Context: an optimization exercise on an open-source flow, tuned for small area, a short achievable clock period and few clock cycles per item. The choices shown serve that exercise and are no tape-out recipe. RTL that was checked went through simulation tests only; none was proved equivalent to the original. The RTL of runs 4 to 6 was laid out without a check of its function. Power is estimated from default activity; no workload was simulated.

### config.mk
export PLATFORM = sky130hd
export DESIGN_NAME = l1_cache
export DESIGN_NICKNAME = l1_cache
export VERILOG_FILES = /design/flow/design.v
export SDC_FILE = /design/flow/constraint.sdc
export NUM_CORES = 4
export LEC_CHECK = 0
export CAP_MARGIN = 20
export CORE_MARGIN = 2
export CORE_UTILIZATION = 40
export SLEW_MARGIN = 20
### design.v
`timescale 1ns/100ps
package cache_pkg;
    localparam int DATA_WIDTH   = 32;
    localparam int ADDRESS_BITS = 32;
    localparam int BYTE_LANES   = DATA_WIDTH / 8;
    typedef logic [DATA_WIDTH-1:0]   word_t;
    typedef logic [ADDRESS_BITS-1:0] addr_t;
    typedef logic [BYTE_LANES-1:0]   byte_en_t;
    typedef logic [3:0]              msg_t;
    localparam msg_t NO_REQ   = 4'd0;
    localparam msg_t R_REQ    = 4'd1;
    localparam msg_t WB_REQ   = 4'd2;
    localparam msg_t FLUSH    = 4'd3;
    localparam msg_t MEM_RESP = 4'd4;
    typedef enum logic [3:0] {
        RESET,
        IDLE,
        CACHE_ACCESS,
        WRITE_BACK,
        WB_WAIT,
        READ_STATE,
        WAIT,
        UPDATE,
        SRV_FLUSH_REQ,
        WAIT_FLUSH_REQ
    } ctrl_state_t;
endpackage
`timescale 1ns/100ps
`timescale 1ns/100ps
`timescale 1ns/100ps
module l1_cache #(
    parameter int INDEX_BITS = 4
) (
    input  logic        clock,
    input  logic        arst_n,
    input  logic        read,
    input  logic        write,
    input  logic        flush,
    input  logic [31:0] address,
    input  logic [31:0] data_in,
    input  logic [3:0]  byte_en,
    input  logic [3:0]  mem2cache_msg,
    input  logic [31:0] mem2cache_data,
    output logic        ready,
    output logic        valid,
    output logic [31:0] data_out,
    output logic [3:0]  cache2mem_msg,
    output logic [31:0] cache2mem_address,
    output logic [31:0] cache2mem_data
);
    localparam int DEPTH    = 1 << INDEX_BITS;
    localparam int TAG_BITS = 32 - 2 - INDEX_BITS;
    localparam logic [1:0] M_NONE  = 2'd0;
    localparam logic [1:0] M_READ  = 2'd1;    
    localparam logic [1:0] M_WB    = 2'd2;    
    localparam logic [1:0] M_FLUSH = 2'd3;    
    logic [DEPTH-1:0]    valid_bits;
    logic [DEPTH-1:0]    dirty_bits;
    logic [TAG_BITS-1:0] tag_mem  [0:DEPTH-1];
    logic [31:0]         data_mem [0:DEPTH-1];
    logic                  s1_v;
    logic                  s1_rd, s1_wr, s1_fl;
    logic [TAG_BITS-1:0]   s1_tag;
    logic [INDEX_BITS-1:0] s1_idx;
    logic [31:0]           s1_data;
    logic [3:0]            s1_be;
    logic [INDEX_BITS-1:0] lk_idx;
    logic [1:0]            msg_q;
    logic                  m_gap;       
    logic [INDEX_BITS-1:0] m_idx;
    logic                  m_rd;
    logic [3:0]            m_keep;      
    logic [29:0]           maddr_q;
    logic [31:0]           out_q;       
    logic                  valid_q;
    logic                  ready_q;
    logic one_request, accept, mem_resp, m_busy, fire;
    logic [TAG_BITS-1:0] tag_sel;
    logic [31:0]         data_sel;
    logic                v_sel, d_sel, hit, victim_dirty;
    logic                s1_v_next, m_busy_next;
    logic [1:0]          msg_next;
    logic                m_gap_next;
    assign one_request = (read & ~write & ~flush) | (~read & write & ~flush) |
                         (~read & ~write & flush);
    assign accept   = ready_q & one_request;
    assign mem_resp = (mem2cache_msg == 4'd4);
    assign m_busy   = (msg_q != M_NONE) | m_gap;
    assign fire     = s1_v & ~m_busy;
    assign tag_sel  = tag_mem[lk_idx];
    assign data_sel = data_mem[lk_idx];
    assign v_sel    = valid_bits[lk_idx];
    assign d_sel    = dirty_bits[lk_idx];
    assign hit      = v_sel & (tag_sel == s1_tag);
    assign victim_dirty = v_sel & d_sel;
    always_comb begin
        msg_next   = msg_q;
        m_gap_next = m_gap;
        if (fire) begin
            if (s1_fl) begin
                if (hit & d_sel) msg_next = M_FLUSH;
            end else if (!hit) begin
                msg_next = victim_dirty ? M_WB : M_READ;
            end
        end else if (m_gap) begin
            msg_next   = M_READ;
            m_gap_next = 1'b0;
        end else if (mem_resp) begin
            msg_next   = M_NONE;
            m_gap_next = (msg_q == M_WB);
        end
    end
    assign m_busy_next = (msg_next != M_NONE) | m_gap_next;
    assign s1_v_next   = ready_q ? one_request : (s1_v & ~fire);
    always_ff @(posedge clock or negedge arst_n) begin
        if (!arst_n) begin
            ready_q <= 1'b1;
            s1_v    <= 1'b0;
            msg_q   <= M_NONE;
            m_gap   <= 1'b0;
            valid_q <= 1'b0;
        end else begin
            ready_q <= ~(s1_v_next & m_busy_next);
            s1_v    <= s1_v_next;
            msg_q   <= msg_next;
            m_gap   <= m_gap_next;
            valid_q <= (fire & s1_rd & hit) |
                       ((msg_q == M_READ) & mem_resp & m_rd);
        end
    end
    always_ff @(posedge clock) begin
        if (ready_q) begin
            s1_rd   <= read;
            s1_wr   <= write;
            s1_fl   <= flush;
            s1_tag  <= address[31 -: TAG_BITS];
            s1_idx  <= address[2 +: INDEX_BITS];
            s1_data <= data_in;
            s1_be   <= byte_en;
        end
        if (mem_resp & (msg_q == M_WB)) begin
            lk_idx <= m_idx;
        end else if (ready_q) begin
            lk_idx <= address[2 +: INDEX_BITS];
        end else if (m_gap) begin
            lk_idx <= s1_idx;
        end
    end
    always_ff @(posedge clock) begin
        if (fire & ~s1_fl & ~hit) begin
            m_idx  <= s1_idx;
            m_rd   <= s1_rd;
            m_keep <= s1_wr ? s1_be : 4'b0000;
        end
        if (fire) begin
            maddr_q <= (~s1_fl & ~hit & victim_dirty) ? {tag_sel, s1_idx}
                                                      : {s1_tag, s1_idx};
        end else if (m_gap) begin
            maddr_q <= {tag_sel, m_idx};
        end
        if (fire) begin
            out_q <= data_sel;
        end else if (mem_resp & (msg_q == M_READ)) begin
            out_q <= mem2cache_data;
        end
    end
    always_ff @(posedge clock or negedge arst_n) begin
        if (!arst_n) begin
            valid_bits <= '0;
        end else if (fire) begin
            if (s1_fl) begin
                if (hit) valid_bits[s1_idx] <= 1'b0;
            end else begin
                valid_bits[s1_idx] <= 1'b1;
            end
        end
    end
    logic        fill;
    logic [31:0] wdata;
    assign fill  = (msg_q == M_READ) & mem_resp;
    assign wdata = m_busy ? mem2cache_data : s1_data;
    always_ff @(posedge clock) begin
        if (fire & ~s1_fl) begin
            tag_mem[s1_idx]    <= s1_tag;
            dirty_bits[s1_idx] <= s1_wr | (hit & d_sel);
        end
        for (int j = 0; j < DEPTH; j++) begin
            for (int i = 0; i < 4; i++) begin
                if ((fire & s1_wr & (s1_idx == j) & s1_be[i]) |
                    (fill & (m_idx == j) & ~m_keep[i])) begin
                    data_mem[j][8*i +: 8] <= wdata[8*i +: 8];
                end
            end
        end
    end
    assign ready             = ready_q;
    assign valid             = valid_q;
    assign data_out          = out_q;
    assign cache2mem_msg     = {2'b00, msg_q};
    assign cache2mem_address = {maddr_q, 2'b00};
    assign cache2mem_data    = out_q;
endmodule
### constraint.sdc
create_clock -name core_clock -period 5.0 [get_ports {clock}]
set_input_delay 1.0000 -clock core_clock [delete_from_list [all_inputs] [get_ports {clock}]]
set_output_delay 1.0000 -clock core_clock [all_outputs]
set_load 0.01 [all_outputs]
### run.sh
#!/bin/bash
# synth_recipe.tcl (not shown) runs the flow's synth.tcl, then flattens the netlist and writes it again
# the make line also repeats each setting of config.mk as NAME=value (left out here)
make -C /OpenROAD-flow-scripts/flow DESIGN_CONFIG=/design/flow/config.mk WORK_HOME=/design/flow/orfs CLKGATE_MAP_FILE= SYNTH_SCRIPT=/design/flow/synth_recipe.tcl finish
==> impl_metrics.ini, run 1 <==
[status]
status = finished clean

[pwr]
power.leakage_uw = 0.0169
p_per_area_nw_per_um2 = 543
peakVddDrop_uv = 365

[detailed_routing]
drc_errors = 0
ant_nets = 0
wl_um = 121000
wire_per_inst_um = 27.6
vias = 25200
viasPerCell = 5.73
drt_iter0_drc = 3015
dr.pass1.iters = 6

[sta]
skew_ns = 0.0432
max_freq_mhz = 232
slew_headroom_pct = 22.9
fin_crit_ns = 4.31
maxSlewViolCount = 0
finalCritPeriodShare_pct = 86.2
finalSetupViolCount = 0
setup-tns-final_ns = 0
rsz0062_at_grt = no
tightest_slew_ns = 1.16
hold_viol_final = 0

[yosys]
syn_area_um2 = 44100
post_synth_num_cell_types = 73
synth_common_cells = edfxtp_1, nand2_1, a22oi_1, o21ai_0, mux4_2
yosysMostFrequentCell = edfxtp_1
synth_largest_area_cell = edfxtp_1
synth-main-ff-cell = edfxtp_1
synth_edf_count = 1088
yosysSeqAreaShare_pct = 75.5
synth_area_leaders = edfxtp_1, mux4_2, a22oi_1, o21ai_0, mux2i_1
synth_cells = 2545
ys_async_sr_fraction_pct = 1.97
synthesis.area_per_instance_um2 = 17.3
synth-seq-cells = 1114
yosysWarnings = 2
synth.top_cell.area_share_pct = 74.1

[global_route]
grt_usage_pct = 21.3
antenna_found_initial = 3
grt_pass1_wl_um = 173000
first_global_vias = 25100
grt_max_degree = 74
gr-total-overflow = 0

[hold_path]
hold_class = in2async

[setup_path]
critical_path.max_fanout = 26
crit_top_cell = buf_12
cpPeakStageDelay_ns = 0.56
slowest_stage = dfxtp_4
start_kind = register
cp-end-kind = register
worst_ep_arrival_time_ns = 4.77
worstSetupPathType = reg2reg
path_cells = buf_12 -> mux4_2 -> mux2i_1 -> xnor2_1 -> a221oi_1 -> a31oi_1 -> and4b_1 -> and3_1 -> o21ai_4 -> buf_12 -> mux2_2
worstPathRequired_ns = 5.46

[cts]
htreeDepth = 3
cts_root_buffer = clkbuf_16
post_cts_buffers = 0
numCtsBuffers = 113
clk_path_buf_depth = 3
clock_latency_ns = 0.71
cts_tree = yes
path_clk_slew_ns = 0.06
clock-sinks = 1114
cts-hold-fix-buffers = 0
ctsResizeCount = 0

[place]
placed_cell_area_um2 = 48200
gp_congestion = 0.901
portBuffers = 204
place_inst = 4183
dp.final_hpwl_um = 72700

[layout]
insertedDiodeCount = 0
fillers = 9100
drive_gt1_share_pct = 18.2
nets = 2936
instances_no_fill = 4393
area_growth_pct = 17.7
postLayoutCellArea_um2 = 51900

[floorplan]
die_w_um = 336
initial_core_util_pct = 40.4
core-area_um2 = 109000
rows = 121
die_area_um2 = 113000
io_pins = 211
chipHeight_um = 336

[job]
drv_cap = 0
## metal layers
metal  GRT usage (%)  share of wire (%)  vias up
met5               0              0.019        -
met4            6.58                2.7        4
met3            4.05                7.9      209
met2            33.6                 47     1147
met1            30.0                 43    13000
li1                -                  -    10800
## registers in the layout (all words and copies together) (netlist names), 2 cells and up, named ones only
signal	cells
data_mem	512
tag_mem	416
out_q	32
s1_data	32
maddr_q	30
s1_tag	26
dirty_bits	16
lk_idx	4
m_idx	4
m_keep	4
s1_be	4
s1_idx	4
msg_q	2
## power by group
| group | leakage (uW) | switching [uW] | internal [uW] |
|---|---|---|---|
| combinational | 0.00490 | 4330 | 2950 |
| sequential | 0.0102 | 791 | 11800 |
| clock | 0.00180 | 3640 | 4720 |
| total | 0.0169 | 8760 | 19400 |
## critical path: cells and delay by family, from the launching register on
family / cells / cell delay [ns]
AOI/OAI and AO/OA: 3 / 0.75
xor gates and xnor gates: 1 / 0.27
buffers and inverters: 2 / 0.52
DFF: 1 / 0.56
muxes: 3 / 1.30
and+or+nand+nor: 2 / 0.64
## path summary, 6_finish.rpt
| check | startpoint | cells past startpoint | slack (ns) | end |
|---|---|---|---|---|
| worst max-delay path | register | 11 | 0.69 | maddr_q[29] |
| worst min-delay path | arst_n | 1 | 0.27 | asynchronous set/reset pin |
| worst max register to register | register | 11 | 0.69 | maddr_q[29] |
| worst min register to register | m_rd | 1 | 0.51 | valid_q |
| max in group asynchronous | arst_n | 1 | 4.35 | ready_q |
| min in group core_clock | m_rd | 1 | 0.51 | valid_q |
## kinds of logic (layout without fill, tap and decap cells)
family	Yosys count	after routing	share of synthesized area, %
XOR/XNOR	35	35	0.712
other	1	4	0.00850
multiplexers	242	242	8.50
adder cells (fa/ha/maj)	5	5	0.142
AO/OA/AOI/OAI	515	515	7.89
AND/OR/NAND/NOR	444	444	4.90
buffers and inverters	189	558	2.34
flip-flops	1114	1114	75.5
## area by class of cell
class	count	area [um2]	share of cell area, %
multi-input combinational	1245	9900	19.1
tap	1476	1850	3.56
clock buffer	134	2960	5.70
clock inverter	76	746	1.44
sequential	1114	33300	64.2
timing repair buffer	335	3100	5.96
inverter	13	48.8	0.0940
## metrics by stage
stage          total power, uW  hold slack (ns)  util [%]  worst slack, ns
2_1_floorplan            17100            0.424         -             1.37
3_3_place_gp             19900            0.475      44.2            0.752
3_5_place_dp             20000            0.476      44.2            0.710
4_1_cts                  28400            0.493      47.6            0.710
5_1_grt                  29300            0.274      47.6            0.497
6_report                 28200            0.270      47.6            0.688
## layout by cell type, fill, tap and decap left out, types with 7 or more instances in the layout
| master | count |
|---|---|
| edfxtp_1 | 1088 |
| and2_1 | 10 |
| nor3_1 | 10 |
| clkdlybuf4s50_1 | 203 |
| mux2i_1 | 71 |
| buf_4 | 125 |
| a22oi_1 | 181 |
| nand3_1 | 44 |
| nand2b_1 | 14 |
| clkinvlp_4 | 10 |
| clkinv_2 | 30 |
| a22o_1 | 27 |
| nand4_1 | 47 |
| and3_2 | 13 |
| o22ai_1 | 36 |
| mux4_2 | 93 |
| o21ai_0 | 146 |
| and3_1 | 8 |
| a32o_1 | 12 |
| clkbuf_1 | 17 |
| xnor2_1 | 27 |
| nor2_1 | 47 |
| clkinv_1 | 15 |
| mux2_4 | 15 |
| clkbuf_16 | 114 |
| inv_1 | 12 |
| mux2_2 | 62 |
| dfrtp_1 | 21 |
| a21oi_1 | 45 |
| a221oi_1 | 30 |
| nor2b_1 | 17 |
| nor2_2 | 8 |
| xor2_1 | 7 |
| nand2_1 | 184 |
| bufinv_16 | 9 |
Testbench counts, summed over its fixed seeds: cycles 51,789, items 12,000.
==> run 2: changes to the inputs <==
--- a/design.v
+++ b/design.v
@@ -160,7 +160,7 @@
         end
         if (fire) begin
             out_q <= data_sel;
-        end else if (mem_resp & (msg_q == M_READ)) begin
+        end else if (msg_q == M_READ) begin
             out_q <= mem2cache_data;
         end
     end
@@ -177,7 +177,7 @@
     end
     logic        fill;
     logic [31:0] wdata;
-    assign fill  = (msg_q == M_READ) & mem_resp;
+    assign fill  = (msg_q == M_READ);
     assign wdata = m_busy ? mem2cache_data : s1_data;
     always_ff @(posedge clock) begin
         if (fire & ~s1_fl) begin
==> run 2 against run 1 <==
- still clean
- final cell count is 2.6% lower
- via count down 0.60%
- sequential power increased by 6%
- largest power group unchanged
- global-route usage down 0.17 points
- largest cell class unchanged
- clock power about the same
==> impl_metrics.ini, run 2 <==
[yosys]
ys_async_sr_fraction_pct = 1.97
post_synth_num_cell_types = 61
synthesis.area_per_instance_um2 = 17.4
synth-adder-area-share_pct = 0.142
synth.top_cell.area_share_pct = 74.4
yosysMostFrequentCell = edfxtp_1
synth_xor_xnor_area_share_pct = 0.578
synth_cells = 2523
synth_common_cells = edfxtp_1, a22oi_1, nand2_1, o21ai_0, mux2i_1
synth_edf_count = 1088
synth-simple-area-share_pct = 4.73
synth-seq-cells = 1114
synth_largest_area_cell = edfxtp_1
synthMuxAreaShare_pct = 8.85
synth-compound-area-share_pct = 7.61
yosysWarnings = 2
synth_area_leaders = edfxtp_1, mux4_2, a22oi_1, mux2i_1, o21ai_0
synth-main-ff-cell = edfxtp_1
syn_area_um2 = 43900
synth_top_family_by_area = multiplexers
yosysSeqAreaShare_pct = 75.8

[floorplan]
initial_core_util_pct = 40.3
io_pins = 211
chipHeight_um = 335
die_area_um2 = 112000
rows = 121
core-area_um2 = 109000
die_w_um = 335

[detailed_routing]
viasPerCell = 5.84
vias = 25000
dr.pass1.iters = 6
drt_iter0_drc = 2934
wire_per_inst_um = 28.1
ant_nets = 0
drc_errors = 0
wl_um = 120000

[pwr]
p_clk_share_pct = 27.7
power.switching_uw = 9760
swShare_pct = 32.3
peakVddDrop_uv = 369
power.leakage_uw = 0.0167
p_comb_share_pct = 28.6
p_seq_share_pct = 43.7
p_int_uw = 20500
p_per_area_nw_per_um2 = 588

[global_route]
antenna_found_initial = 1
grt_pass1_wl_um = 172000
gr-total-overflow = 0
grt_max_degree = 51
grt_usage_pct = 21.1
first_global_vias = 24700

[cts]
cts_tree = yes
numCtsBuffers = 115
ctsResizeCount = 0
htreeDepth = 3
clock_latency_ns = 0.71
clock-sinks = 1114
path_clk_slew_ns = 0.06
cts_root_buffer = clkbuf_16
post_cts_buffers = 0
cts-hold-fix-buffers = 0
clk_path_buf_depth = 3

[place]
place_inst = 4070
gp_congestion = 0.904
dp.final_hpwl_um = 71100
portBuffers = 204

[layout]
top_register = data_mem
drive_gt1_share_pct = 16.9
instances_no_fill = 4280
layout_commonest_cell = edfxtp_1
area_growth_pct = 17.2
insertedDiodeCount = 0
nets = 2889
largest_register_ffs = 512
biggestRegsByFlops = data_mem: 512 flops, tag_mem: 416 flops
final_util_pct = 47.3
mostFrequentLayoutCells = edfxtp_1, clkdlybuf4s50_1, a22oi_1, nand2_1, clkbuf_16

[job]
drv_cap = 0

[sta]
maxSlewViolCount = 0
slew_headroom_pct = 19.5
skew_ns = 0.0381
setup-tns-final_ns = 0
finalSetupViolCount = 0
hold_viol_final = 0
fin_crit_ns = 4.51
max_freq_mhz = 222
tightest_slew_ns = 1.20
rsz0062_at_grt = no
finalCritPeriodShare_pct = 90.2

[setup_path]
cp-end-kind = register
worstPathRequired_ns = 5.53
critical_path.max_fanout = 27
worstSetupPathType = reg2reg
cpPeakStageDelay_ns = 0.70
crit_family = simple AND/OR/NAND/NOR gates
slowest_stage = dfxtp_4
start_kind = register
worst_ep_arrival_time_ns = 5.04
path_cells = buf_4 -> mux4_2 -> mux2i_1 -> mux2i_1 -> xnor2_1 -> nand4_1 -> nor4_2 -> buf_4 -> nand3_1 -> o21ai_0 -> o21ai_0
cp.buffers_inverters = 2

[status]
status = finished clean

[hold_path]
hold_class = in2async
## run 2: cell count changes after synthesis, sizes merged, moves of 7 or more
cell / before / now
a32o: 12 / 1
nand4: 47 / 56
xnor2: 28 / 18
a221oi: 30 / 23
mux2i: 72 / 94
nor4: 4 / 11
a22oi: 181 / 199
nand3: 44 / 36
buf: 90 / 79
mux2: 77 / 70
## run 2: worst paths after layout
| check | slack [ns] | startpoint | to | depth (start not counted) |
|---|---|---|---|---|
| setup reg to reg | 0.49 | register | register | 11 |
| setup / recovery | 0.49 | register | register | 11 |
| hold reg to reg | 0.51 | register | register | 2 |
| hold / removal | 0.26 | arst_n | asynchronous set/reset pin | 1 |
| min in group core_clock | 0.51 | register | register | 2 |
| max in group asynchronous | 4.37 | arst_n | ready_q | 1 |
## run 2: kinds of logic (layout without fill, tap and decap cells)
family          Yosys count  after routing
fa+ha+maj                 5              5
flops                  1114           1114
xor+xnor                 29             29
buf+inv                 188            528
simple gates            427            427
mux                     257            257
other cells               1              4
compound gates          502            502
## run 2: per-stage QoR
step	worst slack [ns]	hold WS, ns	cell area [um2]	total power [uW]
floorplan	1.56	0.427	43900	18400
global placement	0.614	0.482	47700	21900
detailed placement	0.492	0.495	47800	22100
CTS	0.459	0.508	51500	30500
global route	0.248	0.276	51500	31500
finish	0.489	0.258	51500	30300
## run 2: area by class of cell
| class | count | area (um2) |
|---|---|---|
| well taps | 1414 | 1770 |
| clock buffers | 147 | 3040 |
| flip-flops and latches | 1114 | 33300 |
| multi-input cells | 1224 | 9840 |
| clock inverters | 61 | 621 |
| repair buffers | 301 | 2840 |
| fillers | 9068 | 57400 |
| inverters | 19 | 71.3 |
## run 2: power groups by stage
stage / combinational, uW / sequential, uW / clock, uW
2_1_floorplan: 5550 / 12900 / 0
3_3_place_gp: 8530 / 13300 / 0
3_5_place_dp: 8670 / 13400 / 0
4_1_cts: 8700 / 13200 / 8510
5_1_grt: 9240 / 13400 / 8850
6_report: 8650 / 13200 / 8390
## run 2: layer usage
metal  GRT usage, %  vias to the layer above  wire length (um)
li1               -                    10700                 -
met1           29.3                    12900             49700
met2           34.7                     1174             58300
met3           3.27                      206              9160
met4           5.78                        0              2970
met5              0                        -                 0
Testbench counts of run 2, summed over its fixed seeds: cycles 51,789, items 12,000.
==> run 3: changes to the inputs <==
--- a/config.mk
+++ b/config.mk
@@ -5,7 +5,9 @@
 export SDC_FILE = /design/flow/constraint.sdc
 export NUM_CORES = 4
 export LEC_CHECK = 0
+export ABC_CLOCK_PERIOD_IN_PS = 2400
 export CAP_MARGIN = 20
 export CORE_MARGIN = 2
 export CORE_UTILIZATION = 40
+export SETUP_SLACK_MARGIN = 2.6
 export SLEW_MARGIN = 20
==> run 3 against run 2 <==
- still clean
- area after synthesis stayed put
- routed wire length increased by 16%
- final area up 11%
- final cell count increased by 6.4%
- highest routed layer is now met5
==> impl_metrics.ini, run 3 <==
[sta]
maxSlewViolCount = 0
hold_viol_final = 0
setup-tns-final_ns = 0
fin_crit_ns = 3.78
slew_headroom_pct = 36.5
fin_ws_ns = 1.22
tightest_slew_ns = 0.952
finalSetupViolCount = 0
rsz0062_at_grt = yes
finalCritPeriodShare_pct = 75.6
skew_ns = 0.0247
timing.hold.ws_ns = 0.268
max_freq_mhz = 264

[yosys]
syn_area_um2 = 43900
synthesis.area_per_instance_um2 = 17.4
synthMuxAreaShare_pct = 8.85
yosysSeqAreaShare_pct = 75.8
yosysMostFrequentCell = edfxtp_1
synth-compound-area-share_pct = 7.61
synth_largest_area_cell = edfxtp_1
synth-simple-area-share_pct = 4.73
synth_xor_xnor_area_share_pct = 0.578
synth_common_cells = edfxtp_1, a22oi_1, nand2_1, o21ai_0, mux2i_1
synth.top_cell.area_share_pct = 74.4
synth-seq-cells = 1114
synth-adder-area-share_pct = 0.142
synth_edf_count = 1088
yosysWarnings = 2
synth-main-ff-cell = edfxtp_1
synth_area_leaders = edfxtp_1, mux4_2, a22oi_1, mux2i_1, o21ai_0
synth_cells = 2523
ys_async_sr_fraction_pct = 1.97
post_synth_num_cell_types = 61
synth_top_family_by_area = multiplexers

[place]
dp.final_hpwl_um = 70100
place_inst = 4057
gp_congestion = 0.903
dpl_worst_slack_ns = 0.550
portBuffers = 204

[layout]
drive_gt1_share_pct = 32.6
mostFrequentLayoutCells = edfxtp_1, nand2_1, buf_4, a22oi_1, clkbuf_16
layout_commonest_cell = edfxtp_1
area_growth_pct = 30.4
largest_register_ffs = 512
fillers = 8348
nets = 3166
biggestRegsByFlops = data_mem: 512 flops, tag_mem: 416 flops
instances_no_fill = 4556
top_register = data_mem

[setup_path]
slowest_stage = or4_4
cp-end-kind = register
path_cells = buf_12 -> mux4_2 -> mux2i_1 -> mux2i_2 -> xor2_2 -> or4_4 -> nor4_4 -> nand3_2 -> a21oi_4 -> buf_12 -> buf_8 -> buf_16 -> mux2_4
worstSetupPathType = reg2reg
start_kind = register
worstPathRequired_ns = 5.44
cpPeakStageDelay_ns = 0.58
crit_top_cell = buf_12
worst_ep_arrival_time_ns = 4.22
critical_path.max_fanout = 6

[floorplan]
die_w_um = 335
rows = 121
chipHeight_um = 335
die_area_um2 = 112000
initial_core_util_pct = 40.3
core-area_um2 = 109000
io_pins = 211

[detailed_routing]
drt_iter0_drc = 3421
drc_errors = 0
viasPerCell = 5.96
wl_um = 140000
ant_nets = 0
wire_per_inst_um = 30.6
vias = 27200
dr.pass1.iters = 6

[pwr]
p_per_area_nw_per_um2 = 586
power.leakage_uw = 0.0191
peakVddDrop_uv = 317

[global_route]
grt_usage_pct = 23.7
gr-total-overflow = 0
grt_max_degree = 71
grt_pass1_wl_um = 190000
antenna_found_initial = 7
first_global_vias = 26500

[cts]
numCtsBuffers = 112
clock-sinks = 1114
cts-hold-fix-buffers = 0
clock_latency_ns = 0.71
cts_root_buffer = clkbuf_16
htreeDepth = 3
clk_path_buf_depth = 3
path_clk_slew_ns = 0.06
cts_tree = yes

[job]
drv_cap = 0

[status]
status = finished clean

[hold_path]
hold_class = in2async
==> run 3: cell counts after synthesis <==
No cell type changed its count.
==> run 3: worst paths after layout <==
| check | depth (start not counted) | slack, ns | from | endpoint |
|---|---|---|---|---|
| hold reg to reg | 0 | 0.47 | s1_rd | m_rd |
| setup reg to reg | 13 | 1.22 | register | maddr_q[24] |
| setup / recovery | 13 | 1.22 | register | maddr_q[24] |
| min in group core_clock | 0 | 0.47 | s1_rd | m_rd |
| hold / removal | 1 | 0.27 | arst_n | asynchronous set/reset pin |
| max in group asynchronous | 1 | 4.35 | arst_n | msg_q[1] |
==> run 3: repair_timing <==
item,CTS,global route
buffers inserted,173,84
setup endpoints to repair,1220,1035
gates resized for setup,607,227
hold endpoints to repair,0,0
pin swaps,64,138
gates cloned,28,8
==> run 3: power by group <==
group	switching (uW)	internal, uW
combinational	6980	5580
clock	3550	4520
sequential	812	12100
==> run 3: layer usage <==
metal,part of all wire (%),routed length [um],global-route usage (%)
met1,38,52600,30.9
met2,49,67900,39.4
met3,9.7,13500,4.98
met4,4.0,5560,8.43
met5,0.0093,13,0
==> run 3: final cells by class <==
cell class	instances	area (um2)	area share, %
Inverter	19	87.6	0.153
Tap cell	1414	1770	3.09
Antenna cell	3	7.51	0.0131
Clock buffer	139	2970	5.18
Sequential cell	1114	33300	58.2
Timing Repair Buffer	567	6790	11.8
Clock inverter	62	532	0.928
Multi-Input combinational cell	1238	11800	20.6
==> run 3: logic make-up (layout without fill, tap and decap cells) <==
group,count (synthesis),count (layout)
other cells,1,7
compound gates,502,502
flops,1114,1114
mux,257,257
fa+ha+maj,5,5
buf+inv,188,787
xor+xnor,29,29
simple gates,427,441
==> run 3: critical path, delay by kind of cell (launching register included) <==
family,cells,cell delay [ns]
simple gates,3,0.95
compound gates,1,0.21
xor+xnor,1,0.18
flops,1,0.45
buf+inv,4,0.56
mux,4,1.14
==> run 3: metrics by stage <==
step	util, %	instance area, um2	power (uW)
final	52.6	57300	33600
after global routing	52.6	57300	34600
after CTS	50.8	55300	32400
after detailed placement	43.9	47800	22100
after global placement	43.8	47700	21900
after floorplan	-	44100	18500
==> run 4: changes to the inputs <==
--- a/design.v
+++ b/design.v
@@ -64,7 +64,8 @@
     logic [INDEX_BITS-1:0] s1_idx;
     logic [31:0]           s1_data;
     logic [3:0]            s1_be;
-    logic [INDEX_BITS-1:0] lk_idx;
+    logic [TAG_BITS-1:0]   tsel_q;
+    logic                  vsel_q, dsel_q;
     logic [1:0]            msg_q;
     logic                  m_gap;       
     logic [INDEX_BITS-1:0] m_idx;
@@ -74,31 +75,41 @@
     logic [31:0]           out_q;       
     logic                  valid_q;
     logic                  ready_q;
-    logic one_request, accept, mem_resp, m_busy, fire;
-    logic [TAG_BITS-1:0] tag_sel;
-    logic [31:0]         data_sel;
-    logic                v_sel, d_sel, hit, victim_dirty;
-    logic                s1_v_next, m_busy_next;
-    logic [1:0]          msg_next;
-    logic                m_gap_next;
+    logic one_request, mem_resp, m_busy, fire, hit, victim_dirty;
+    logic s1_v_next, m_busy_next, m_gap_next;
+    logic [1:0] msg_next;
+    logic [INDEX_BITS-1:0] idx_sel;
+    logic [TAG_BITS-1:0]   tag_rd;
+    logic [31:0]           data_sel;
+    logic                  same_line;
     assign one_request = (read & ~write & ~flush) | (~read & write & ~flush) |
                          (~read & ~write & flush);
-    assign accept   = ready_q & one_request;
     assign mem_resp = (mem2cache_msg == 4'd4);
     assign m_busy   = (msg_q != M_NONE) | m_gap;
     assign fire     = s1_v & ~m_busy;
-    assign tag_sel  = tag_mem[lk_idx];
-    assign data_sel = data_mem[lk_idx];
-    assign v_sel    = valid_bits[lk_idx];
-    assign d_sel    = dirty_bits[lk_idx];
-    assign hit      = v_sel & (tag_sel == s1_tag);
-    assign victim_dirty = v_sel & d_sel;
+    assign hit          = vsel_q & (tsel_q == s1_tag);
+    assign victim_dirty = vsel_q & dsel_q;
+    assign idx_sel   = m_gap   ? m_idx :
+                       ready_q ? address[2 +: INDEX_BITS] : s1_idx;
+    assign tag_rd    = tag_mem[idx_sel];
+    assign same_line = fire & (idx_sel == s1_idx);
+    assign data_sel  = data_mem[s1_idx];
+    always_ff @(posedge clock) begin
+        tsel_q <= tag_rd;
+        if (same_line) begin
+            vsel_q <= s1_fl ? (vsel_q & ~hit) : 1'b1;
+            dsel_q <= s1_fl ? dsel_q : (s1_wr | dsel_q);
+        end else begin
+            vsel_q <= valid_bits[idx_sel];
+            dsel_q <= dirty_bits[idx_sel];
+        end
+    end
     always_comb begin
         msg_next   = msg_q;
         m_gap_next = m_gap;
         if (fire) begin
             if (s1_fl) begin
-                if (hit & d_sel) msg_next = M_FLUSH;
+                if (hit & dsel_q) msg_next = M_FLUSH;
             end else if (!hit) begin
                 msg_next = victim_dirty ? M_WB : M_READ;
             end
@@ -120,7 +131,7 @@
             m_gap   <= 1'b0;
             valid_q <= 1'b0;
         end else begin
-            ready_q <= ~(s1_v_next & m_busy_next);
+            ready_q <= ~(s1_v_next & m_busy_next) & ~m_gap_next;
             s1_v    <= s1_v_next;
             msg_q   <= msg_next;
             m_gap   <= m_gap_next;
@@ -138,25 +149,17 @@
             s1_data <= data_in;
             s1_be   <= byte_en;
         end
-        if (mem_resp & (msg_q == M_WB)) begin
-            lk_idx <= m_idx;
-        end else if (ready_q) begin
-            lk_idx <= address[2 +: INDEX_BITS];
-        end else if (m_gap) begin
-            lk_idx <= s1_idx;
-        end
-    end
-    always_ff @(posedge clock) begin
-        if (fire & ~s1_fl & ~hit) begin
+    end
+    always_ff @(posedge clock) begin
+        if (fire) begin
             m_idx  <= s1_idx;
             m_rd   <= s1_rd;
             m_keep <= s1_wr ? s1_be : 4'b0000;
         end
         if (fire) begin
-            maddr_q <= (~s1_fl & ~hit & victim_dirty) ? {tag_sel, s1_idx}
-                                                      : {s1_tag, s1_idx};
+            maddr_q <= {(victim_dirty ? tsel_q : s1_tag), s1_idx};
         end else if (m_gap) begin
-            maddr_q <= {tag_sel, m_idx};
+            maddr_q <= {tag_rd, m_idx};
         end
         if (fire) begin
             out_q <= data_sel;
@@ -167,12 +170,8 @@
     always_ff @(posedge clock or negedge arst_n) begin
         if (!arst_n) begin
             valid_bits <= '0;
-        end else if (fire) begin
-            if (s1_fl) begin
-                if (hit) valid_bits[s1_idx] <= 1'b0;
-            end else begin
-                valid_bits[s1_idx] <= 1'b1;
-            end
+        end else if (fire & (~s1_fl | hit)) begin
+            valid_bits[s1_idx] <= ~s1_fl;
         end
     end
     logic        fill;
@@ -182,7 +181,7 @@
     always_ff @(posedge clock) begin
         if (fire & ~s1_fl) begin
             tag_mem[s1_idx]    <= s1_tag;
-            dirty_bits[s1_idx] <= s1_wr | (hit & d_sel);
+            dirty_bits[s1_idx] <= s1_wr | (hit & dsel_q);
         end
         for (int j = 0; j < DEPTH; j++) begin
             for (int i = 0; i < 4; i++) begin
==> run 4 against run 3 <==
- via count grew 6.5%
- critical path depth is 6 lower
- non-clock buffer count up 101
- global-route usage up 1.9 points
==> impl_metrics.ini, run 4 <==
[sta]
maxSlewViolCount = 0
fin_ws_ns = 2.29
finalCritPeriodShare_pct = 54.2
slew_headroom_pct = 29.6
hold_viol_final = 0
finalSetupViolCount = 0
tightest_slew_ns = 1.04
fin_crit_ns = 2.71
max_freq_mhz = 369
timing.hold.ws_ns = 0.279
rsz0062_at_grt = yes
skew_ns = 0.0309
setup-tns-final_ns = 0

[global_route]
gr-total-overflow = 0
grt_pass1_wl_um = 206000
grt_max_degree = 50
grt_usage_pct = 25.6
antenna_found_initial = 10
first_global_vias = 27600

[cts]
cts_tree = yes
htreeDepth = 3
cts-hold-fix-buffers = 0
cts_root_buffer = clkbuf_16
clock-sinks = 1134
path_clk_slew_ns = 0.07
clock_latency_ns = 0.72
clk_path_buf_depth = 3
numCtsBuffers = 115

[setup_path]
worstPathRequired_ns = 5.46
crit_family = multiplexers
worst_ep_arrival_time_ns = 3.18
cpPeakStageDelay_ns = 0.69
slowest_stage = dfstp_4
start_kind = register
critical_path.max_fanout = 6
cp.buffers_inverters = 1
cp-end-kind = register
worstSetupPathType = reg2reg
path_cells = mux2_4 -> mux2_8 -> buf_6 -> mux4_2 -> mux2i_2 -> a32oi_1 -> o31a_1

[floorplan]
die_w_um = 338
rows = 122
initial_core_util_pct = 40.3
die_area_um2 = 114000
io_pins = 211
core-area_um2 = 111000
chipHeight_um = 338

[yosys]
synth.top_cell.area_share_pct = 72.9
synth_common_cells = edfxtp_1, nand2_1, mux4_2, clkbuf_1, mux2i_1
yosysWarnings = 2
synth_largest_area_cell = edfxtp_1
synth_edf_count = 1081
synthesis.area_per_instance_um2 = 17.5
yosysSeqAreaShare_pct = 75.6
synth-main-ff-cell = edfxtp_1
post_synth_num_cell_types = 74
synth_area_leaders = edfxtp_1, mux4_2, mux2i_1, a22oi_1, nand2_1
ys_async_sr_fraction_pct = 1.94
syn_area_um2 = 44500
synth-seq-cells = 1134
synth_cells = 2546
yosysMostFrequentCell = edfxtp_1

[pwr]
peakVddDrop_uv = 416
power_uw = 34800
p_per_area_nw_per_um2 = 580
p_int_uw = 22800
p_comb_share_pct = 36.6
p_clk_share_pct = 25.3
swShare_pct = 34.4
power.leakage_uw = 0.0201
p_seq_share_pct = 38.2
power.switching_uw = 12000

[layout]
layout_commonest_cell = edfxtp_1
final_util_pct = 54.3
mostFrequentLayoutCells = edfxtp_1, buf_4, nand2_1, clkbuf_16, buf_12
top_register = data_mem
nets = 3277
biggestRegsByFlops = data_mem: 512 flops, tag_mem: 416 flops
drive_gt1_share_pct = 37.4
area_growth_pct = 34.8
largest_register_ffs = 512

[place]
portBuffers = 204
dp.final_hpwl_um = 79100
dpl_worst_slack_ns = 0.849
gp_congestion = 0.948

[hold_path]
hold_class = in2async

[status]
status = finished clean

[detailed_routing]
drc_errors = 0
ant_nets = 0
dr.pass1.iters = 7
wl_um = 155000
vias = 28900
wire_per_inst_um = 32.7
viasPerCell = 6.08
drt_iter0_drc = 4198

[job]
drv_cap = 0
run 4: changes by cell type after synthesis, sizes merged, moves of 15 or more:
| cell | previous run | this run |
|---|---|---|
| mux2 | 70 | 54 |
| o22ai | 34 | 78 |
| nand2b | 19 | 4 |
| o21ai | 149 | 74 |
| a222oi | 0 | 31 |
| dfxtp | 4 | 31 |
| a22oi | 199 | 98 |
| a221oi | 23 | 46 |
| nand4 | 56 | 29 |
run 4: metrics by stage:
stage                     instances  area, um2
after floorplan                2549      45100
after global routing           4752      60000
final                          4754      60000
after global placement         4151      49000
after CTS                      4627      57600
after detailed placement       4151      49000
run 4: cells by family after synthesis:
kind of cell    count (synthesis)  synth area share, %
compound gates                496                 8.07
xor+xnor                       32                0.630
fa+ha+maj                       6                0.169
buf+inv                       204                 2.25
flops                        1134                 75.6
mux                           262                 9.06
other cells                     1              0.00842
simple gates                  411                 4.26
run 4: worst paths after layout:
| check | start | to | slack, ns | cells past startpoint |
|---|---|---|---|---|
| max in group asynchronous | arst_n | m_gap | 4.30 | 1 |
| worst min-delay path | arst_n | msg_q[0] | 0.28 | 1 |
| worst max-delay path | ready_q | maddr_q[28] | 2.29 | 7 |
| worst max register to register | ready_q | maddr_q[28] | 2.29 | 7 |
| min in group core_clock | s1_rd | m_rd | 0.47 | 0 |
| worst min register to register | s1_rd | m_rd | 0.47 | 0 |
run 4: what timing repair did:
item                                    4_1_cts  5_1_grt
pin swaps                                   142      124
resized for setup                           714      216
hold endpoints to repair                      0        0
gates cloned                                 24       25
buffers inserted                            233       96
endpoints found under the setup margin     1230     1476
run 4: layout make-up:
class / count / area [um2]
fillers: 8538 / 50500
flip-flops and latches: 1134 / 33700
multi-input cells: 1228 / 12800
repair buffers: 668 / 7710
clock buffers: 163 / 3270
well taps: 1488 / 1860
clock inverters: 56 / 582
inverters: 15 / 90.1
diodes: 2 / 5.00
run 4: power by group through the flow:
stage / clock network [uW] / registers [uW] / logic, uW
finish: 8790 / 13300 / 12700
CTS: 8860 / 13300 / 11300
global route: 9240 / 13300 / 13200
floorplan: 0 / 13300 / 5010
global placement: 0 / 13600 / 8470
detailed placement: 0 / 13600 / 8620
run 4: routing by layer:
| metal | vias to the layer above | track usage, % | routed length (um) |
|---|---|---|---|
| li1 | 11700 | - | - |
| met1 | 14800 | 33.9 | 57200 |
| met2 | 1995 | 42.1 | 73300 |
| met3 | 442 | 5.64 | 17100 |
| met4 | 8 | 8.17 | 7640 |
| met5 | - | 0 | 50 |
==> run 5: changes to the inputs <==
--- a/design.v
+++ b/design.v
@@ -68,6 +68,7 @@
     logic                  vsel_q, dsel_q;
     logic [1:0]            msg_q;
     logic                  m_gap;       
+    logic                  m_wbp;       
     logic [INDEX_BITS-1:0] m_idx;
     logic                  m_rd;
     logic [3:0]            m_keep;      
@@ -76,7 +77,7 @@
     logic                  valid_q;
     logic                  ready_q;
     logic one_request, mem_resp, m_busy, fire, hit, victim_dirty;
-    logic s1_v_next, m_busy_next, m_gap_next;
+    logic s1_v_next, m_busy_next, m_gap_next, m_wbp_next;
     logic [1:0] msg_next;
     logic [INDEX_BITS-1:0] idx_sel;
     logic [TAG_BITS-1:0]   tag_rd;
@@ -89,7 +90,7 @@
     assign fire     = s1_v & ~m_busy;
     assign hit          = vsel_q & (tsel_q == s1_tag);
     assign victim_dirty = vsel_q & dsel_q;
-    assign idx_sel   = m_gap   ? m_idx :
+    assign idx_sel   = m_wbp   ? m_idx :
                        ready_q ? address[2 +: INDEX_BITS] : s1_idx;
     assign tag_rd    = tag_mem[idx_sel];
     assign same_line = fire & (idx_sel == s1_idx);
@@ -122,19 +123,22 @@
         end
     end
     assign m_busy_next = (msg_next != M_NONE) | m_gap_next;
+    assign m_wbp_next  = (msg_next == M_WB) | m_gap_next;
     assign s1_v_next   = ready_q ? one_request : (s1_v & ~fire);
     always_ff @(posedge clock or negedge arst_n) begin
         if (!arst_n) begin
-            ready_q <= 1'b1;
+            ready_q <= 1'b0;
             s1_v    <= 1'b0;
             msg_q   <= M_NONE;
             m_gap   <= 1'b0;
+            m_wbp   <= 1'b0;
             valid_q <= 1'b0;
         end else begin
-            ready_q <= ~(s1_v_next & m_busy_next) & ~m_gap_next;
+            ready_q <= ~(s1_v_next & m_busy_next) & ~m_wbp_next;
             s1_v    <= s1_v_next;
             msg_q   <= msg_next;
             m_gap   <= m_gap_next;
+            m_wbp   <= m_wbp_next;
             valid_q <= (fire & s1_rd & hit) |
                        ((msg_q == M_READ) & mem_resp & m_rd);
         end
@@ -159,7 +163,7 @@
         if (fire) begin
             maddr_q <= {(victim_dirty ? tsel_q : s1_tag), s1_idx};
         end else if (m_gap) begin
-            maddr_q <= {tag_rd, m_idx};
+            maddr_q <= {tsel_q, m_idx};
         end
         if (fire) begin
             out_q <= data_sel;
--- a/config.mk
+++ b/config.mk
@@ -5,9 +5,11 @@
 export SDC_FILE = /design/flow/constraint.sdc
 export NUM_CORES = 4
 export LEC_CHECK = 0
-export ABC_CLOCK_PERIOD_IN_PS = 2400
 export CAP_MARGIN = 20
 export CORE_MARGIN = 2
 export CORE_UTILIZATION = 40
-export SETUP_SLACK_MARGIN = 2.6
+export CTS_BUF_LIST = sky130_fd_sc_hd__clkbuf_4 sky130_fd_sc_hd__clkbuf_8
+export CTS_CLUSTER_SIZE = 30
+export SETUP_SLACK_MARGIN = 2.5
 export SLEW_MARGIN = 20
+export TNS_END_PERCENT = 10
==> run 5 against run 4 <==
- still clean
- first-iteration DRC count down 24%
- count of clock-buffer cells in the layout rose by 93
- setup slack better by 0.035 ns
- critical path type unchanged
- largest cell class unchanged
==> impl_metrics.ini, run 5 <==
[status]
status = finished clean

[yosys]
synth.top_cell.area_share_pct = 73.5
synth_largest_area_cell = edfxtp_1
synth_cells = 2474
synth-main-ff-cell = edfxtp_1
synth_common_cells = edfxtp_1, nand2_1, a22oi_1, mux4_2, clkbuf_1
synthesis.area_per_instance_um2 = 17.8
yosysMostFrequentCell = edfxtp_1
yosysWarnings = 2
ys_async_sr_fraction_pct = 2.03
synth_area_leaders = edfxtp_1, mux4_2, mux2_2, a22oi_1, dfxtp_1
synth-seq-cells = 1135
synth_edf_count = 1081
syn_area_um2 = 44100
post_synth_num_cell_types = 71
yosysSeqAreaShare_pct = 76.2

[setup_path]
cpPeakStageDelay_ns = 0.54
worst_ep_arrival_time_ns = 3.15
cp-end-kind = register
slowest_stage = buf_4
rrSetupSlack_ns = 2.32
crit_family = simple AND/OR/NAND/NOR gates
worstPathRequired_ns = 5.47
cp.buffers_inverters = 2
start_kind = register
path_cells = buf_4 -> nor2_4 -> nand2_1 -> nor2_4 -> buf_4
worstSetupPathType = reg2reg
critical_path.max_fanout = 26

[sta]
maxSlewViolCount = 0
fin_crit_ns = 2.68
max_freq_mhz = 374
finalCritPeriodShare_pct = 53.5
slew_headroom_pct = 32.1
rsz0062_at_grt = yes
tightest_slew_ns = 1.00
timing.hold.ws_ns = 0.506
finalSetupViolCount = 0
hold_viol_final = 0
setup-tns-final_ns = 0
skew_ns = 0.0556

[detailed_routing]
wl_um = 133000
drc_errors = 0
dr.pass1.iters = 6
wire_per_inst_um = 29.0
vias = 26600
drt_iter0_drc = 3173
ant_nets = 0
viasPerCell = 5.78

[cts]
numCtsBuffers = 182
clock-sinks = 1135
path_clk_slew_ns = 0.06
cts_root_buffer = clkbuf_8
clk_path_buf_depth = 3
cts-hold-fix-buffers = 0
cts_tree = yes
clock_latency_ns = 0.89
htreeDepth = 4

[global_route]
gr-total-overflow = 0
first_global_vias = 26400
grt_usage_pct = 23.1
antenna_found_initial = 4
grt_max_degree = 79
grt_pass1_wl_um = 186000

[place]
portBuffers = 204
gp_congestion = 0.879
place_inst = 4110
dp.final_hpwl_um = 73800

[floorplan]
initial_core_util_pct = 40.4
core-area_um2 = 109000
io_pins = 211
die_area_um2 = 113000
rows = 121
chipHeight_um = 336
die_w_um = 336

[layout]
biggestRegsByFlops = data_mem: 512 flops, tag_mem: 416 flops
final_util_pct = 50.0
top_register = data_mem
nets = 3096
largest_register_ffs = 512
mostFrequentLayoutCells = edfxtp_1, buf_4, clkbuf_8, nand2_1, clkdlybuf4s50_1
area_growth_pct = 23.7
layout_commonest_cell = edfxtp_1
drive_gt1_share_pct = 29.4
instances_no_fill = 4606

[pwr]
peakVddDrop_uv = 357
power_uw = 33700
power.leakage_uw = 0.0182
p_per_area_nw_per_um2 = 616

[job]
drv_cap = 0

[hold_path]
hold_class = reg2reg
[run 5: report_power, final]
part,switching [uW],internal [uW]
sequential,679,12400
clock,3760,4360
combinational,7380,5070
total,11800,21800
[run 5: tightest hold or removal path, stage by stage, from the launching register on]
cell and delay (ns):
dfrtp_1 0.34, o31ai_1 0.06, o21ai_0 0.07
[run 5: cell families after synthesis]
| group | count (synthesis) | share of synthesized area [%] |
|---|---|---|
| DFF | 1135 | 76.2 |
| AOI/OAI and AO/OA | 525 | 8.38 |
| and+or+nand+nor | 350 | 3.80 |
| muxes | 224 | 8.38 |
| buffers and inverters | 200 | 2.36 |
| xor gates and xnor gates | 33 | 0.655 |
| adders and majority gates | 6 | 0.170 |
| other | 1 | 0.00850 |
[run 5: through the flow]
step	instance area [um2]	setup slack (ns)
floorplan	44300	2.07
global route	54600	2.29
detailed placement	48500	0.908
CTS	53900	2.31
finish	54600	2.32
global placement	48400	0.892
[run 5: worst paths after layout]
| check | startpoint | endpoint | cells after the start |
|---|---|---|---|
| hold reg to reg | valid_bits[15] | valid_bits[15] | 2 |
| max in group asynchronous | arst_n | ready_q | 2 |
| setup / recovery | s1_idx[3] | tag_mem[2][14] | 5 |
| hold / removal | valid_bits[15] | valid_bits[15] | 2 |
| min in group asynchronous | arst_n | valid_bits[9] | 2 |
| setup reg to reg | s1_idx[3] | tag_mem[2][14] | 5 |
[run 5: per-layer routing]
metal,global-route usage [%],vias up,part of all wire [%]
li1,-,11100,-
met1,31.4,13700,40
met2,36.5,1477,47
met3,5.39,287,9.8
met4,8.11,2,3.2
met5,0,-,0.0097
[run 5: final cells by class]
type / instances / area (um2)
clock buffer: 256 / 3110
fill: 8917 / 54500
tap: 1476 / 1850
timing repair buffer: 504 / 5010
inverter: 15 / 81.3
sequential: 1135 / 33700
clock inverter: 75 / 589
antenna: 2 / 5.00
multi-input combinational: 1143 / 10300
[run 5: repair_timing]
| item | in CTS | in global routing |
|---|---|---|
| cloned | 7 | 8 |
| setup endpoints to repair | 1166 | 892 |
| pin swaps | 29 | 15 |
| buffers inserted | 110 | 38 |
| gates resized for setup | 270 | 56 |
==> run 6: changes to the inputs <==
--- a/config.mk
+++ b/config.mk
@@ -8,8 +8,6 @@
 export CAP_MARGIN = 20
 export CORE_MARGIN = 2
 export CORE_UTILIZATION = 40
-export CTS_BUF_LIST = sky130_fd_sc_hd__clkbuf_4 sky130_fd_sc_hd__clkbuf_8
-export CTS_CLUSTER_SIZE = 30
 export SETUP_SLACK_MARGIN = 2.5
 export SLEW_MARGIN = 20
 export TNS_END_PERCENT = 10
==> run 6 against run 5 <==
- area after synthesis is the same
- largest cell class unchanged
- register-to-register slack gained 0.03 ns
- via count shrank 0.41%
- critical endpoint is now tsel_q[7]
- routed wire length grew 0.90%
- critical path depth grew 7
- sequential power is essentially flat
==> impl_metrics.ini, run 6 <==
[sta]
timing.hold.ws_ns = 0.506
max_freq_mhz = 377
maxSlewViolCount = 0
rsz0062_at_grt = yes
hold_viol_final = 0
fin_crit_ns = 2.65
slew_headroom_pct = 31.6
tightest_slew_ns = 1.01
skew_ns = 0.0400
finalSetupViolCount = 0
finalCritPeriodShare_pct = 53.0
setup-tns-final_ns = 0

[yosys]
yosysWarnings = 2
synth_largest_area_cell = edfxtp_1
yosysMostFrequentCell = edfxtp_1
yosysSeqAreaShare_pct = 76.2
synth_common_cells = edfxtp_1, nand2_1, a22oi_1, mux4_2, clkbuf_1
synth.top_cell.area_share_pct = 73.5
synth-main-ff-cell = edfxtp_1
syn_area_um2 = 44100
synthesis.area_per_instance_um2 = 17.8
ys_async_sr_fraction_pct = 2.03
post_synth_num_cell_types = 71
synth_cells = 2474
synth-seq-cells = 1135
synth_edf_count = 1081
synth_area_leaders = edfxtp_1, mux4_2, mux2_2, a22oi_1, dfxtp_1

[setup_path]
critical_path.max_fanout = 6
worstSetupPathType = reg2reg
cpPeakStageDelay_ns = 0.50
cp.buffers_inverters = 7
start_kind = register
crit_family = buffers and inverters
worstPathRequired_ns = 5.57
cp-end-kind = register
path_cells = buf_6 -> mux2i_4 -> inv_2 -> o21ai_4 -> buf_4 -> buf_12 -> buf_16 -> buf_6 -> clkbuf_16 -> mux4_2 -> mux2i_1 -> a21oi_1
slowest_stage = dfrtp_4
crit_top_cell = buf_6
worst_ep_arrival_time_ns = 3.22

[pwr]
p_per_area_nw_per_um2 = 645
power.leakage_uw = 0.0186
peakVddDrop_uv = 391

[hold_path]
hold_class = reg2reg

[layout]
nets = 3071
drive_gt1_share_pct = 27.7
postLayoutCellArea_um2 = 56000
area_growth_pct = 26.8
layout_commonest_cell = edfxtp_1
biggestRegsByFlops = data_mem: 512 flops, tag_mem: 416 flops
seq_area_um2 = 33700
instances_no_fill = 4535
mostFrequentLayoutCells = edfxtp_1, buf_4, clkdlybuf4s50_1, nand2_1, clkbuf_16
largest_register_ffs = 512
fillers = 8681
top_register = data_mem
multi_input_area_um2 = 10400

[place]
gp_congestion = 0.879
place_inst = 4110
dp.final_hpwl_um = 73800
portBuffers = 204
placed_cell_area_um2 = 48500

[detailed_routing]
wire_per_inst_um = 29.7
wl_um = 135000
dr.pass1.iters = 6
vias = 26500
viasPerCell = 5.85
ant_nets = 0
drt_iter0_drc = 3437
drc_errors = 0

[floorplan]
die_w_um = 336
initial_core_util_pct = 40.4
io_pins = 211
core-area_um2 = 109000
die_area_um2 = 113000
chipHeight_um = 336
rows = 121

[cts]
cts_tree = yes
clk_path_buf_depth = 3
path_clk_slew_ns = 0.06
htreeDepth = 3
cts_root_buffer = clkbuf_16
clock-sinks = 1135
numCtsBuffers = 115
clock_latency_ns = 0.73

[status]
status = finished clean

[global_route]
first_global_vias = 26200
grt_usage_pct = 23.5
grt_pass1_wl_um = 189000
grt_max_degree = 53
antenna_found_initial = 2
gr-total-overflow = 0

[job]
drv_cap = 0
## run 6: cell counts after synthesis
Identical to the previous run, type by type.
## run 6: routing by layer
layer	vias up	GRT usage (%)	part of all wire, %	routed length, um
li1	11100	-	-	-
met1	13700	32.3	40	53500
met2	1485	37.5	47	63700
met3	270	4.88	9.8	13200
met4	0	7.57	3.2	4300
met5	-	0	0	0
## run 6: where the power goes
part           internal, uW  switching (uW)
Clock                  5730            3760
Combinational          5840            7690
Sequential            12400             690
Total                 24000           12100
## run 6: path summary, 6_finish.rpt
kind / startpoint / to / slack (ns) / depth (start not counted)
min: valid_bits[15] / valid_bits[15] / 0.51 / 2
min reg2reg: valid_bits[15] / valid_bits[15] / 0.51 / 2
max: ready_q / tsel_q[7] / 2.35 / 12
min in group asynchronous: arst_n / valid_bits[9] / 0.65 / 2
max in group asynchronous: arst_n / ready_q / 4.08 / 2
max reg2reg: ready_q / tsel_q[7] / 2.35 / 12
## run 6: worst min-delay path: cells and delay by family (launching register included)
family / cells / cell delay, ns
AOI/OAI and AO/OA: 2 / 0.12
DFF: 1 / 0.34
## run 6: kinds of logic (layout without fill, tap and decap cells)
logic type / after synthesis / count (layout) / synth area share, %
XOR/XNOR: 33 / 33 / 0.655
flip-flops: 1135 / 1135 / 76.2
adder cells (fa/ha/maj): 6 / 6 / 0.170
multiplexers: 224 / 224 / 8.38
AND/OR/NAND/NOR: 350 / 352 / 3.80
AO/OA/AOI/OAI: 525 / 525 / 8.38
buffers and inverters: 200 / 779 / 2.36
other: 1 / 5 / 0.00850
## run 6: layout make-up
| class | count | area share (%) |
|---|---|---|
| Antenna cell | 1 | 0.00447 |
| Tap cell | 1476 | 3.30 |
| Clock buffer | 136 | 5.32 |
| Clock inverter | 83 | 2.24 |
| Multi-Input combinational cell | 1144 | 18.5 |
| Sequential cell | 1135 | 60.2 |
| Inverter | 15 | 0.145 |
| Timing Repair Buffer | 545 | 10.3 |
## run 6: repair_timing
| action | in CTS | in global routing |
|---|---|---|
| hold buffers | 0 | 0 |
| pin swaps | 55 | 20 |
| setup buffers | 151 | 30 |
| cloned | 20 | 4 |
| setup endpoints to repair | 1166 | 817 |
| gates resized for setup | 225 | 31 |
## run 6: per-stage QoR
| stage | power, uW | util [%] | worst slack, ns |
|---|---|---|---|
| finish | 36100 | 51.3 | 2.35 |
| global route | 37400 | 51.3 | 2.29 |
| global placement | 23500 | 44.4 | 0.892 |
| CTS | 35800 | 50.8 | 2.32 |
| floorplan | 19400 | - | 2.07 |
| detailed placement | 23600 | 44.4 | 0.908 |
==> run 7: changes to the inputs <==
--- a/design.v
+++ b/design.v
@@ -76,6 +76,7 @@
     logic [31:0]           out_q;       
     logic                  valid_q;
     logic                  ready_q;
+    logic                  fire_q;      
     logic one_request, mem_resp, m_busy, fire, hit, victim_dirty;
     logic s1_v_next, m_busy_next, m_gap_next, m_wbp_next;
     logic [1:0] msg_next;
@@ -87,7 +88,7 @@
                          (~read & ~write & flush);
     assign mem_resp = (mem2cache_msg == 4'd4);
     assign m_busy   = (msg_q != M_NONE) | m_gap;
-    assign fire     = s1_v & ~m_busy;
+    assign fire     = fire_q;
     assign hit          = vsel_q & (tsel_q == s1_tag);
     assign victim_dirty = vsel_q & dsel_q;
     assign idx_sel   = m_wbp   ? m_idx :
@@ -128,6 +129,7 @@
     always_ff @(posedge clock or negedge arst_n) begin
         if (!arst_n) begin
             ready_q <= 1'b0;
+            fire_q  <= 1'b0;
             s1_v    <= 1'b0;
             msg_q   <= M_NONE;
             m_gap   <= 1'b0;
@@ -135,6 +137,7 @@
             valid_q <= 1'b0;
         end else begin
             ready_q <= ~(s1_v_next & m_busy_next) & ~m_wbp_next;
+            fire_q  <= s1_v_next & ~m_busy_next;
             s1_v    <= s1_v_next;
             msg_q   <= msg_next;
             m_gap   <= m_gap_next;
--- a/config.mk
+++ b/config.mk
@@ -8,6 +8,8 @@
 export CAP_MARGIN = 20
 export CORE_MARGIN = 2
 export CORE_UTILIZATION = 40
+export CTS_BUF_LIST = sky130_fd_sc_hd__clkbuf_4 sky130_fd_sc_hd__clkbuf_8
+export CTS_CLUSTER_SIZE = 30
 export SETUP_SLACK_MARGIN = 2.5
 export SLEW_MARGIN = 20
 export TNS_END_PERCENT = 10
==> run 7 against run 6 <==
- worst hold slack worse by 0.37 ns
- sequential share of layout area increased by 3.4 points
- count of clock-buffer cells in the layout up 110
- still clean
==> impl_metrics.ini, run 7 <==
[status]
status = finished clean

[setup_path]
cp-end-kind = primary output
slowest_stage = clkdlybuf4s50_1
cp.buffers_inverters = 1
start_kind = register
crit_family = buffers and inverters
cpPeakStageDelay_ns = 0.55
path_cells = clkdlybuf4s50_1
worstPathRequired_ns = 4.00
worstSetupPathType = reg2out
worst_ep_arrival_time_ns = 1.77
r2r_start = ready_q
cp-startpoint = out_q[21]
critical_path.max_fanout = 2

[pwr]
power.leakage_uw = 0.0174
p_per_area_nw_per_um2 = 553
peakVddDrop_uv = 276

[cts]
cts-hold-fix-buffers = 0
clock-sinks = 1136
cts_root_buffer = clkbuf_8
cts_tree = yes
numCtsBuffers = 180
htreeDepth = 4
clock_latency_ns = 0.87
path_clk_slew_ns = 0.07
clk_path_buf_depth = 3

[detailed_routing]
drt_iter0_drc = 3221
viasPerCell = 5.84
dr.pass1.iters = 6
vias = 25400
ant_nets = 0
drc_errors = 0
wl_um = 126000
wire_per_inst_um = 29.0

[yosys]
ys_async_sr_fraction_pct = 2.11
post_synth_num_cell_types = 63
yosysSeqAreaShare_pct = 76.9
synth_cells = 2365
yosysWarnings = 2
synth.top_cell.area_share_pct = 74.1
synth-main-ff-cell = edfxtp_1
synth_common_cells = edfxtp_1, nand2_1, mux4_2, clkbuf_1, a22o_1
synth-seq-cells = 1136
synth_largest_area_cell = edfxtp_1
yosysMostFrequentCell = edfxtp_1
synth_area_leaders = edfxtp_1, mux4_2, mux2_2, a22o_1, dfxtp_1
synth_edf_count = 1081
synthesis.area_per_instance_um2 = 18.5
syn_area_um2 = 43800

[global_route]
grt_pass1_wl_um = 175000
gr-total-overflow = 0
grt_max_degree = 52
antenna_found_initial = 5
grt_usage_pct = 21.8
first_global_vias = 24900

[sta]
fin_crit_ns = 2.77
slew_headroom_pct = 33.3
tightest_slew_ns = 1.00
rsz0062_at_grt = yes
maxSlewViolCount = 0
hold_viol_final = 0
setup-tns-final_ns = 0
finalCritPeriodShare_pct = 55.3
max_freq_mhz = 362
skew_ns = 0.0550
finalSetupViolCount = 0

[layout]
instances_no_fill = 4352
top_register = data_mem
biggestRegsByFlops = data_mem: 512 flops, tag_mem: 416 flops
seq_area_um2 = 33700
nets = 2912
layout_commonest_cell = edfxtp_1
fillers = 8935
area_growth_pct = 21.0
mostFrequentLayoutCells = edfxtp_1, clkbuf_8, buf_4, clkdlybuf4s50_1, nand2_1
multi_input_area_um2 = 9760
drive_gt1_share_pct = 26.6
largest_register_ffs = 512

[floorplan]
initial_core_util_pct = 40.3
rows = 121
die_area_um2 = 112000
io_pins = 211
chipHeight_um = 335
die_w_um = 335
core-area_um2 = 109000

[hold_path]
hold_class = in2async

[place]
gp_congestion = 0.880
place_inst = 3920
portBuffers = 204
dp.final_hpwl_um = 68400

[job]
drv_cap = 0
run 7: path summary, 6_finish.rpt:
path	slack [ns]	endpoint	depth (start not counted)
setup / recovery	2.23	cache2mem_data[21]	1
hold / removal	0.14	valid_bits[0]	1
setup reg to reg	2.30	tsel_q[15]	11
hold reg to reg	0.48	m_rd	0
max in group asynchronous	4.42	fire_q	1
min in group core_clock	0.48	m_rd	0
run 7: timing repair:
| action | 4_1_cts | 5_1_grt |
|---|---|---|
| endpoints found under the setup margin | 919 | 627 |
| endpoints found under the hold margin | 0 | 0 |
| cloned | 7 | 8 |
| gates resized for setup | 113 | 68 |
| buffers inserted | 67 | 26 |
| pin swaps | 22 | 13 |
run 7: power breakdown:
| part | leakage (uW) | internal [uW] | switching (uW) |
|---|---|---|---|
| combinational | 0.00513 | 3610 | 5010 |
| clock | 0.00185 | 4120 | 3620 |
| sequential | 0.0104 | 12300 | 647 |
run 7: routing by layer:
metal  track usage (%)  wire length (um)  up-vias  part of all wire (%)
li1                  -                 -    10700                     -
met1              29.0             49800    13100                    39
met2              35.5             61200     1395                    48
met3              4.45             10900      276                   8.7
met4              8.05              4270        2                   3.4
met5                 0                11        -                0.0087
run 7: metrics by stage:
step | setup WS (ns) | instance area [um2] | power (uW) | hold WS (ns) | util, %
finish | 2.23 | 53000 | 29300 | 0.138 | 48.8
CTS | 2.18 | 52300 | 28800 | 0.485 | 48.1
detailed placement | 1.12 | 47800 | 20500 | 0.463 | 44.0
global route | 2.16 | 53000 | 30500 | 0.135 | 48.8
floorplan | 2.20 | 43900 | 17700 | 0.425 | -
global placement | 1.12 | 47800 | 20400 | 0.453 | 44.0
run 7: final cells by class:
type	count	share of cell area (%)
clock inverter	74	0.864
inverter	14	0.109
multi-input combinational	1045	18.4
timing repair inverter	1	0.00944
timing repair buffer	419	7.92
tap	1414	3.34
clock buffer	246	5.76
antenna	3	0.0142
sequential	1136	63.6
run 7: logic make-up after synthesis:
kind of cell	Yosys count	share of synthesized area, %
mux	217	8.32
buf+inv	189	2.19
other cells	1	0.00856
simple gates	310	3.45
xor+xnor	33	0.660
fa+ha+maj	6	0.171
compound gates	473	8.30
flops	1136	76.9
Testbench counts of run 7, summed over its fixed seeds: cycles 51,789, items 12,000.

## static timing again, ports no longer ideal
No port has a modelled driver above. Below, the same layouts with a new extraction and two added sets of constraints.
Step 1 (the two cells are an assumption about what drives the block):
set clk [get_ports {clock}]
set_driving_cell -lib_cell sky130_fd_sc_hd__clkbuf_16 $clk
set_driving_cell -lib_cell sky130_fd_sc_hd__buf_2 [delete_from_list [all_inputs] $clk]
Step 2 times the ports against the registers' clock, not the clock port: input delays grow and output delays shrink by t, the midpoint of the rising clock arrivals with the driver on.
Slacks: ideal ports / drivers / drivers and shift; pairs: ideal ports / drivers.
run | t (ns) | setup slack, ns | worst register clock-pin slew, ns
run 1 | 0.752 | 0.688 / 0.688 / 0.688 | 0.07 / 0.07
run 2 | 0.773 | 0.489 / 0.489 / 0.489 | 0.07 / 0.07
run 3 | 0.782 | 1.218 / 1.218 / 1.218 | 0.06 / 0.06
run 4 | 0.766 | 2.288 / 2.288 / 1.592 | 0.07 / 0.07
run 5 | 0.928 | 2.323 / 2.288 / 1.494 | 0.07 / 0.07
run 6 | 0.781 | 2.348 / 2.279 / 1.717 | 0.07 / 0.07
run 7 | 0.911 | 2.235 / 2.162 / 1.512 | 0.07 / 0.07
After both steps setup and hold are still met in every run listed. For run 5, which loses most, drivers alone change the setup slack by -0.035 ns; drivers and shift together by -0.829 ns.
